This is an optimization exercise on Yosys and OpenROAD, whose aim is small area, a short achievable clock period and few clock cycles, not a production implementation.
RTL that was checked went through simulation tests only; none was proved equivalent to the original.
No activity file was given, so power comes from the tool's default toggle rates.

## lane 1
## request_queue_with_size_class_pool
module request_queue_with_size_class_pool
(
    input  logic                                 clk,
    input  logic                                 rst_n,
    input  logic                                 s_tvalid,
    output logic                                 s_tready,
    input  logic [rqscp_pkg::S_TDATA_W-1:0]      s_tdata,
    input  logic [rqscp_pkg::S_TUSER_W-1:0]      s_tuser,
    output logic                                 m_tvalid,
    input  logic                                 m_tready,
    output logic [rqscp_pkg::M_TDATA_W-1:0]      m_tdata,
    output logic [rqscp_pkg::M_TUSER_W-1:0]      m_tuser,
    input  logic                                 cfg_we,
    input  logic [rqscp_pkg::CFG_ADDR_W-1:0]     cfg_addr,
    input  logic [rqscp_pkg::CFG_DATA_W-1:0]     cfg_wdata
);
    logic                                 accept;
    logic                                 exec;
    logic                                 go;
    logic                                 busy;
    logic [rqscp_pkg::CNT_W-1:0]          entry_count;
    logic                                 head_valid;
    logic [rqscp_pkg::ENTRY_W-1:0]        head;
    rqscp_ctrl u_ctrl
    (
        .clk      (clk),
        .rst_n    (rst_n),
        .s_tvalid (s_tvalid),
        .s_tready (s_tready),
        .m_tvalid (m_tvalid),
        .m_tready (m_tready),
        .accept   (accept),
        .exec     (exec),
        .go       (go),
        .busy     (busy)
    );
    rqscp_dpath u_dpath
    (
        .clk         (clk),
        .rst_n       (rst_n),
        .accept      (accept),
        .exec        (exec),
        .go          (go),
  ...
export LEC_CHECK = 0
export CAP_MARGIN = 20
export CORE_MARGIN = 2
export CORE_UTILIZATION = 45
export CTS_CLUSTER_DIAMETER = 80
export CTS_CLUSTER_SIZE = 20
export SETUP_SLACK_MARGIN = 2.7
export SLEW_MARGIN = 20
export SYNTH_HIERARCHICAL = 1
export SYNTH_MINIMUM_KEEP_SIZE = 0
create_clock -name core_clock -period 5.0 [get_ports {clk}]
standard.sh (not shown) runs the stock make flow with config.mk's settings and CLKGATE_MAP_FILE= SYNTH_SCRIPT=/design/flow/synth_recipe.tcl, a recipe that flattens the netlist after the stock synthesis.
==> flow/flow/run.sh <==
#!/bin/bash
set -euo pipefail
bash standard.sh "BUFFER_PORTS_ARGS=-buffer_cell sky130_fd_sc_hd__buf_2" finish > standard_flow.log 2>&1
Lane 1 finished every step from synthesis to the final layout, and the layout passed the timing, design-rule and antenna checks.
Testbench counts of lane 1, summed over its fixed seeds: cycles 12,016.
## Diff of input files: lane 2 against lane 1
Settings: swapping 2.7 for 2.6 in SETUP_SLACK_MARGIN.
==> run notes <==
Post-route met1 wirelength in lane 2 is about 8% below lane 1. Lane 1 -> lane 2: overall routed net length decreased by more than 10%. Lane 2 vs lane 1, cell type of the slowest stage on the worst timing path: sky130_fd_sc_hd__dfrtp_2 vs sky130_fd_sc_hd__edfxtp_1. Diff lane 1 and lane 2: share of the clock period used by the worst path lower in lane 2. Portion of total power attributed to the clock network up 1.8 points in lane 2 wrt lane 1. Relative to lane 1, final area decreased by 2000 um2 in lane 2. Comparing lane 2 against lane 1, there is no change at all in number of max-capacitance violations reported. Compared with lane 1, final cell count without fillers in lane 2 decreased by a few percent. Going from lane 1 to lane 2, share of the core filled with cells in the final layout went down 3.6 points, via count went down 1447. Re total power of the final layout: lane 2 is 3.1 mW down on lane 1.
diff inputs: lane 2 => lane 3
Settings: CORE_UTILIZATION now 40, was 45; SETUP_SLACK_MARGIN now 2.75, was 2.6.
[summary]
Run comparison: lane 2 highest routing layer actually used met4; lane 3 highest routing layer actually used met5
Compared with lane 2, in lane 3 wire length of the first global-routing pass increased about 26%, die area shows an increase of about 12%, die span in y grew by about 6%.
## Diff of input files: lane 4 against lane 3
Settings: changing SETUP_SLACK_MARGIN from 2.75 to 2.6; changing CORE_UTILIZATION from 40 to 50.
--- outcome ---
Compared with lane 3, the router placed fewer vias in lane 4. Comparing lane 4 and lane 3, the higher critical path depth was measured on lane 3. | share of total power in combinational logic | lower: lane 4 |. Changes observed in lane 4 relative to lane 3: final cell count dropped 9.2%, setup slack climbed 180 ps, global-route wire length before repair dropped about 19%, area growth from synthesis to final layout dropped 12 points, number of fill cells dropped 1007. The clock input transition at the sequential cells of the worst setup and hold paths on lane 3 is in line with that on lane 4. The setup clock skew after layout of lane 4 falls short of that of lane 3 by 11 ps.
--- input diff lane 4..lane 5 ---
Settings: CORE_UTILIZATION changed from 50 to 45; SETUP_SLACK_MARGIN changed from 2.6 to 2.65.
[summary]
Measured against each other, lane 5 and lane 4 differ in routed wire length, the lower figure coming from lane 5. Lane 5: PASS, flow complete, no timing, DRC or antenna violations. Between lane 4 and lane 5, the flow reports final area increasing slightly. Of lane 5 and lane 4, lane 5 shows the lower share of cell area taken by flip-flops and latches, with lane 4 above it. Minimum setup slack among reg-to-reg paths: lane 5 better than lane 4. Lane 5 vs. lane 4: slack of the critical path picked up an extra 100 ps; signed area change from the synthesized netlist to the final layout went up 0.57 points; post-route total power fell about 1.6%.

request_queue_with_size_class_pool, a different RTL version from the one above (not shown whole).
Size in the first run: roughly 1900 cells after synthesis, roughly 690 flip-flops, roughly 200 I/O pins.
make LEC_CHECK=0 CAP_MARGIN=20 CORE_MARGIN=2 CORE_UTILIZATION=40 SLEW_MARGIN=20 finish   # period 5.0 ns
run.sh (not shown) runs the stock make flow with config.mk's settings and CLKGATE_MAP_FILE= SYNTH_SCRIPT=/design/flow/synth_recipe.tcl, a recipe that flattens the netlist after the stock synthesis.
Stock flow here: none of the scripts above is used.
The first run finished with timing, DRC and antenna clean.
Edit:
- SETUP_SLACK_MARGIN: not set -> 2.6
=> Total power grows by about 10%. Core utilization increases by 6.9 points. Die area is unchanged. Area after synthesis is unchanged. Global-route usage rose by 4.2 points. Clock skew is lower by 0.0097 ns. Via count grows by about 13%. Final area came out higher by about 15%. Count of clock-buffer cells in the layout drops by 6. Worst hold slack gains 0.22 ns. Non-clock buffer count grows by 182.
Function was not checked in any run of this note: the RTL went through the layout flow alone.

== before ==
Another version of the RTL of request_queue_with_size_class_pool (not shown whole).
Size in the first run: ~25000 um2 of cells after synthesis.
export LEC_CHECK = 0
export CAP_MARGIN = 20
export CORE_MARGIN = 2
export CORE_UTILIZATION = 50
export SETUP_SLACK_MARGIN = 2.6
export SLEW_MARGIN = 20
export SYNTH_HIERARCHICAL = 1
export SYNTH_MINIMUM_KEEP_SIZE = 0
create_clock -name core_clock -period 5.0 [get_ports {clk}]
standard.sh (not shown) runs the stock make flow with config.mk's settings and CLKGATE_MAP_FILE= SYNTH_SCRIPT=/design/flow/synth_recipe.tcl, a recipe that flattens the netlist after the stock synthesis.
Scripts as last shown in full above: flow/flow/run.sh
Testbench counts of before, summed over its fixed seeds: cycles 12,016.
Input-level comparison between after and before:
- CORE_UTILIZATION changed from 50 to 40
==> flow/run.sh (new file) <==
#!/bin/bash
# synth_recipe.tcl (not shown) runs the flow's synth.tcl, then flattens the netlist and writes it again
# the make line also repeats each setting of config.mk as NAME=value (left out here)
make -C /OpenROAD-flow-scripts/flow DESIGN_CONFIG=/design/flow/config.mk WORK_HOME=/design/flow/orfs CLKGATE_MAP_FILE= SYNTH_SCRIPT=/design/flow/synth_recipe.tcl finish
removed: flow/flow/run.sh
removed: flow/standard.sh
==> run notes <==
Relative to before, the via count of after is lower by 665. Maximum VDD drop in after vs before: down 19%. Looking only at fmax, and setting everything else aside, the higher value of after and before goes to after. Summary of after over before: clock latency at the later pin of the worst-skew pair shows an increase of 40 ps; area of the die shows an increase of 25%; routed wire length shows a reduction of about 5.6%. Diff before -> after: share of final-layout standard cells stronger than drive strength 1 moved down, cell area after layout moved up. after — setup slack 72 ps higher, before as reference.

## re-timing with driven ports
The results above use ideal ports. As a check the final layouts listed here were re-extracted and re-timed, cells and wires unchanged. Step 1 sets driving cells, clkbuf_16 on the clock port and buf_2 on the other inputs (assumed; they add their load-dependent delay and slew). Step 2 moves the port delays by t, midway between the first and last clock arrival at a register: inputs arrive t later, outputs are due t later. That takes back most of the time a late clock gives input paths. a / b / c = ideal ports / drivers / drivers and shift; a / b = the first two.
run | t (ns) | setup slack, ns | worst hold slack (ns) | worst setup path after step 2 | slew at the worst register clock pin (ns)
lane 1 | 0.663 | 2.360 / 2.360 / 1.883 | 0.404 / 0.368 / 0.470 | input to register | 0.09 / 0.09
lane 2 | 0.659 | 2.511 / 2.487 / 1.956 | 0.220 / 0.182 / 0.469 | input to register | 0.09 / 0.09
lane 3 | 0.689 | 2.312 / 2.312 / 1.751 | 0.470 / 0.470 / 0.470 | input to register | 0.10 / 0.10
lane 4 | 0.654 | 2.493 / 2.493 / 1.892 | 0.471 / 0.446 / 0.471 | input to register | 0.09 / 0.09
lane 5 | 0.650 | 2.593 / 2.551 / 2.007 | 0.471 / 0.471 / 0.471 | input to register | 0.09 / 0.09
the first run of note 2 | 0.652 | 1.045 / 0.991 / 0.582 | 0.274 / 0.241 / 0.494 | input to register | 0.06 / 0.06
the second run of note 2 | 0.667 | 2.035 / 2.043 / 1.410 | 0.499 / 0.473 / 0.499 | input to register | 0.07 / 0.07
before | 0.665 | 2.436 / 2.436 / 1.921 | 0.395 / 0.355 / 0.468 | input to register | 0.07 / 0.07
after | 0.688 | 2.508 / 2.508 / 1.967 | 0.352 / 0.323 / 0.466 | input to register | 0.07 / 0.07
After both steps every run listed still meets setup and hold. The setup slack of the second run of note 2, which loses most, moves by +0.008 ns with the drivers and by -0.625 ns with both steps.
